Background: an optimization exercise with open tools, aiming at small area and a short achievable clock period. Do not read the settings as production practice.
In this exercise RTL edits were held to simulation tests only and were not proved equivalent to the original.
Power is estimated from default activity; no workload was simulated.

[config.mk]
export PLATFORM = sky130hd
export DESIGN_NAME = snoop_fifo_param
export DESIGN_NICKNAME = snoop_fifo_param
export VERILOG_FILES = /design/flow/design.v
export SDC_FILE = /design/flow/constraint.sdc
export NUM_CORES = 4
export LEC_CHECK = 0
export CAP_MARGIN = 20
export CORE_MARGIN = 2
export CORE_UTILIZATION = 38
export SLEW_MARGIN = 20
[constraint.sdc]
create_clock -name core_clock -period 140.0 [get_ports {clk}]
set_input_delay 28.0000 -clock core_clock [delete_from_list [all_inputs] [get_ports {clk}]]
set_output_delay 28.0000 -clock core_clock [all_outputs]
set_load 0.01 [all_outputs]
[design.v]
package snoop_fifo_pkg;
    localparam int unsigned MAX_AW = 16;
    typedef struct packed {
        logic              valid;
        logic              match;
        logic [MAX_AW-1:0] age;
        logic [MAX_AW:0]   hits;
    } snoop_resp_t;
    function automatic int unsigned next_idx(input int unsigned idx, input int unsigned depth);
        next_idx = (idx == depth - 1) ? 0 : idx + 1;
    endfunction
    function automatic int unsigned age(input int unsigned idx, input int unsigned rd_idx,
                                        input int unsigned depth);
        age = (idx >= rd_idx) ? idx - rd_idx : idx + depth - rd_idx;
    endfunction
endpackage
module snoop_fifo_match #(
    parameter int unsigned DEPTH = 48,
    parameter int unsigned KEY_W = 16,
    parameter int unsigned AW    = $clog2(DEPTH)
) (
    input  logic [DEPTH-1:0][KEY_W-1:0] keys,
    input  logic [DEPTH-1:0]            occ,
    input  logic [KEY_W-1:0]            key,
    input  logic [AW-1:0]               rd_idx,
    output logic                        match,
    output logic [AW-1:0]               oldest_age,
    output logic [AW:0]                 hits
);
    logic [AW-1:0] entry_age;
    always_comb begin
        match      = 1'b0;
        oldest_age = '0;
        hits       = '0;
        entry_age  = '0;
        for (int unsigned i = 0; i < DEPTH; i++) begin
            if (occ[i] && keys[i] == key) begin
                entry_age = AW'(snoop_fifo_pkg::age(i, 32'(rd_idx), DEPTH));
                if (!match || entry_age < oldest_age)
                    oldest_age = entry_age;
                match = 1'b1;
                hits  = hits + (AW+1)'(1);
            end
        end
    end
endmodule
module snoop_fifo_param #(
    parameter int unsigned WIDTH   = 64,
    parameter int unsigned DEPTH   = 48,
    parameter int unsigned KEY_W   = 16,
    parameter int unsigned KEY_LSB = 0,
    parameter int unsigned AW      = $clog2(DEPTH)
) (
    input  logic             clk,
    input  logic             rst,
    input  logic [WIDTH-1:0] wdata,
    input  logic             wvalid,
    output logic             wready,
    output logic [WIDTH-1:0] rdata,
    output logic             rvalid,
    input  logic             rready,
    input  logic [KEY_W-1:0] sdata,
    input  logic             svalid,
    output logic             sresp_valid,
    output logic             smatch,
    output logic [AW-1:0]    sage,
    output logic [AW:0]      shits,
    output logic [AW:0]      count
);
    logic [DEPTH-1:0][WIDTH-1:0] mem;
    logic [DEPTH-1:0][KEY_W-1:0] keys;
    logic [DEPTH-1:0]            occ;
    logic [AW-1:0]               wr_idx;
    logic [AW-1:0]               rd_idx;
    logic                        push;
    logic                        pop;
    logic                        m_match;
    logic [AW-1:0]               m_age;
    logic [AW:0]                 m_hits;
    snoop_fifo_pkg::snoop_resp_t               resp_d;
    snoop_fifo_pkg::snoop_resp_t               resp_q;
    assign wready = (count != (AW+1)'(DEPTH));
    assign rvalid = (count != '0);
    assign push   = wvalid & wready;
    assign pop    = rvalid & rready;
    assign rdata  = mem[rd_idx];
    always_comb begin
        keys = '0;
        for (int unsigned i = 0; i < DEPTH; i++)
            keys[i] = mem[i][KEY_LSB +: KEY_W];
    end
    snoop_fifo_match #(
        .DEPTH (DEPTH),
        .KEY_W (KEY_W),
        .AW    (AW)
    ) u_match (
        .keys       (keys),
        .occ        (occ),
        .key        (sdata),
        .rd_idx     (rd_idx),
        .match      (m_match),
        .oldest_age (m_age),
        .hits       (m_hits)
    );
    always_comb begin
        resp_d = '0;
        if (svalid) begin
            resp_d.valid = 1'b1;
            resp_d.match = m_match;
            resp_d.age   = snoop_fifo_pkg::MAX_AW'(m_age);
            resp_d.hits  = (snoop_fifo_pkg::MAX_AW+1)'(m_hits);
        end
    end
    always_ff @(posedge clk or posedge rst) begin
        if (rst) begin
            occ    <= '0;
            wr_idx <= '0;
            rd_idx <= '0;
            count  <= '0;
            resp_q <= '0;
        end else begin
            if (push) begin
                occ[wr_idx] <= 1'b1;
                wr_idx      <= AW'(snoop_fifo_pkg::next_idx(32'(wr_idx), DEPTH));
            end
            if (pop) begin
                occ[rd_idx] <= 1'b0;
                rd_idx      <= AW'(snoop_fifo_pkg::next_idx(32'(rd_idx), DEPTH));
            end
            case ({push, pop})
                2'b10:   count <= count + (AW+1)'(1);
                2'b01:   count <= count - (AW+1)'(1);
                default: count <= count;
            endcase
            resp_q <= resp_d;
        end
    end
    always_ff @(posedge clk) begin
        if (push)
            mem[wr_idx] <= wdata;
    end
    assign sresp_valid = resp_q.valid;
    assign smatch      = resp_q.match;
    assign sage        = resp_q.age[AW-1:0];
    assign shits       = resp_q.hits[AW:0];
endmodule
[run.sh]
#!/bin/bash
# synth_recipe.tcl (not shown) runs the flow's synth.tcl, then flattens the netlist and writes it again
# the make line also repeats each setting of config.mk as NAME=value (left out here)
make -C /OpenROAD-flow-scripts/flow DESIGN_CONFIG=/design/flow/config.mk WORK_HOME=/design/flow/orfs CLKGATE_MAP_FILE= SYNTH_SCRIPT=/design/flow/synth_recipe.tcl finish
==> reports/results.tsv <==
metric	value	unit
status	timing/DRC/antenna clean	
cp-end-kind	register	
clk_pin_slew_worst_paths	0.06	ns
fin_skew	0.0860	ns
synth_edf_count	3072	
power_density	20.9	mW/mm^2
syn_area	0.187	mm^2
finalNonFillerCells	21177	
coreArea	0.490	mm^2
via_per_inst	6.69	
syn_nets	15054	
ys.flop_type	edfxtp_1	
cts_tree	yes	
wl	757	mm
yosysUniqueCellTypes	171	
slew_headroom	0.129	
setup_viol	0	
grt_pass1_vias	133089	
cts_max_level	5	
min-delay-start	count[6]$_DFFE_PP0P_	
grt_max_degree	196	
drv_slew	0	
syn_to_final_growth	10.5	%
vias	141777	
avgSynthCellArea	12.7	um^2
crit_arrival	119.22	ns
worstSetupPathType	input port to register	
antenna_found_initial	96	
synth_seq_area_share	0.505	
dp.cells	20489	
p_sw_frac	0.425	
worstPathMaxFanout	25	
wire_per_inst	35.8	um
path_delay_family	compound AO/OA/AOI/OAI gates	
tns	0	ns
multi_input_area	0.0873	mm^2
p_switching	1.83	mW
ios	173	
peakVddDrop	24.7	uV
critPathSlowestCell	a21boi_1	
fmax	8.45	MHz
grt_use_total	0.293	
initial_core_util	0.381	
cp-start-kind	input port	
hold_buffers	0	
rsz0062_at_grt	false	
power	4.31	mW
p_clk_frac	0.214	
cpPeakStageDelay	0.83	ns
p_comb_frac	0.467	
drc	0	
drtIter0Drc	23688	
ff_latch_area	0.0943	mm^2
yosysWarnings	2	
worst_pin_slew	1.31	ns
die_h	705	um
maxCapViolations	0	
synth_top_cells_by_area	edfxtp_1 (49%), mux4_2 (12%), mux2_2 (5.8%), a22o_1 (5.7%), xnor2_1 (3.8%)	
holdCritPathClass	register to register	
io_buffers	172	
nFillCells	45000	
drive_gt1_frac	0.216	
cts_sinks	3154	
num_rows	257	
gp_congestion	0.976	
clk_latency	1.03	ns
cts_buffers	352	
p_leak	75.1	nW
cts_resized	0	
synth-seq-cells	3154	
cp.required	140.88	ns
r2r_start	rd_idx[1]$_DFFE_PP0P_	
cts_root_buf	clkbuf_16	
num-nets-final	14686	
post_cts_buffers	0	
worst_path_most_repeated_cell	ha_1	
seq_power_share	0.319	
yosys.area.top_type_share	0.494	
period_minus_slack	118.34	ns
drtPass1Iterations	7	
fin_crit_sh	0.845	
layout_common_cells	edfxtp_1 (3072), nand2_1 (1642), o21ai_0 (1248), a22o_1 (1208), mux4_2 (960)	
hold_viol	0	
synth_top_area_cell	edfxtp_1	
dieArea	0.497	mm^2
startpoint	sdata[4]	
ant_nets	0	
clock_path_buffers	4	
grt_first_pass_wirelength	1050	mm
crit_buf_inv	15	
ys_async_sr_fraction	0.0260	
postSynthCellCount	14739	
die_w	705	um
dpl.hpwl	469	mm
final_common_cell	edfxtp_1	
internal_power	2.48	mW
overflow	0	
synthesized netlist by cell type (172+ instances only):
master,n
mux2_2,957
buf_1,188
nand2_1,1683
mux4_2,960
nand4_1,172
ha_1,229
inv_1,216
edfxtp_1,3072
xor2_1,285
a21oi_1,327
clkbuf_1,992
nor2_1,366
nand3_1,175
o21ai_0,1248
a22o_1,1208
xnor2_1,821
kinds of logic (layout without fill, tap and decap cells):
group	count (synthesis)	in the layout	synth area share
compound gates	3536	3536	0.133
flops	3154	3154	0.505
fa+ha+maj	248	248	0.0164
mux	2077	2077	0.182
xor+xnor	1110	1110	0.0522
buf+inv	1506	1424	0.0333
simple gates	3108	3108	0.0775
other cells	0	45	0
path summary, 6_finish.rpt:
kind / cells after the start / endpoint / slack (ns)
worst min register to register: 1 / count[6]$_DFFE_PP0P_ / 0.51
worst min-delay path: 1 / count[6]$_DFFE_PP0P_ / 0.51
worst max register to register: 384 / resp_q[21]$_DFF_PP0_ / 47.92
max in group asynchronous: 3 / rd_idx[1]$_DFFE_PP0P_ / 111.20
min in group asynchronous: 2 / resp_q[0]$_DFF_PP0_ / 27.48
worst max-delay path: 384 / resp_q[21]$_DFF_PP0_ / 21.66
registers in the layout, indices dropped and copies added, names as in the netlist:
name,count
mem,3072
count,7
wr_idx,6
resp_q,15
rd_idx,6
occ,48
layout make-up:
cell class | instances | share of cell area
timing repair buffer | 557 | 0.0232
sequential | 3154 | 0.457
clock buffer | 442 | 0.0454
clock inverter | 198 | 0.00782
antenna | 45 | 0.000545
multi-input combinational | 10079 | 0.423
tap | 6475 | 0.0392
inverter | 227 | 0.00428
power groups by stage:
stage | clock network, mW | registers, mW | logic, mW
2_1_floorplan | 0 | 1.58 | 1.17
5_1_grt | 0.956 | 1.39 | 2.07
3_3_place_gp | 0 | 1.38 | 1.93
3_5_place_dp | 0 | 1.39 | 1.94
4_1_cts | 0.922 | 1.37 | 1.95
6_report | 0.920 | 1.38 | 2.01
routing by layer:
layer / part of all wire / GRT usage / up-vias / wire length, um
met5: 0.00071 / 0.00336 / - / 539
met4: 0.065 / 0.159 / 50 / 49400
met3: 0.13 / 0.0813 / 2043 / 102000
met2: 0.43 / 0.433 / 10791 / 325000
met1: 0.37 / 0.390 / 72068 / 280000
li1: - / - / 56825 / -
stage by stage:
step	cell area [um^2]	hold slack, ns	setup slack, ns	util
floorplan	187000	0.460	23.44	-
global placement	195000	0.488	23.29	0.398
detailed placement	195000	0.511	22.40	0.399
CTS	206000	0.519	23.11	0.421
global route	206000	0.531	14.99	0.421
finish	206000	0.511	21.66	0.422

## static timing again, ports no longer ideal
No port has a modelled driver above. Below, the same layout with a new extraction and two added sets of constraints. Step 1 sets driving cells, clkbuf_16 on the clock port and buf_2 on the other inputs (assumed; they add their load-dependent delay and slew). Step 2 moves the port delays by t, midway between the first and last clock arrival at a register: inputs arrive t later, outputs are due t later. That takes back most of the time a late clock gives input paths. a / b / c = ideal / step 1 / step 2; a / b = the first two.
t, ns: 1.111
setup slack, ns: 21.662 / 21.710 / 20.599
cell pins on the clock port's net: 1
After both steps setup and hold are still met in this run. The setup slack of this run moves by +0.048 ns with the drivers and by -1.063 ns with both steps.
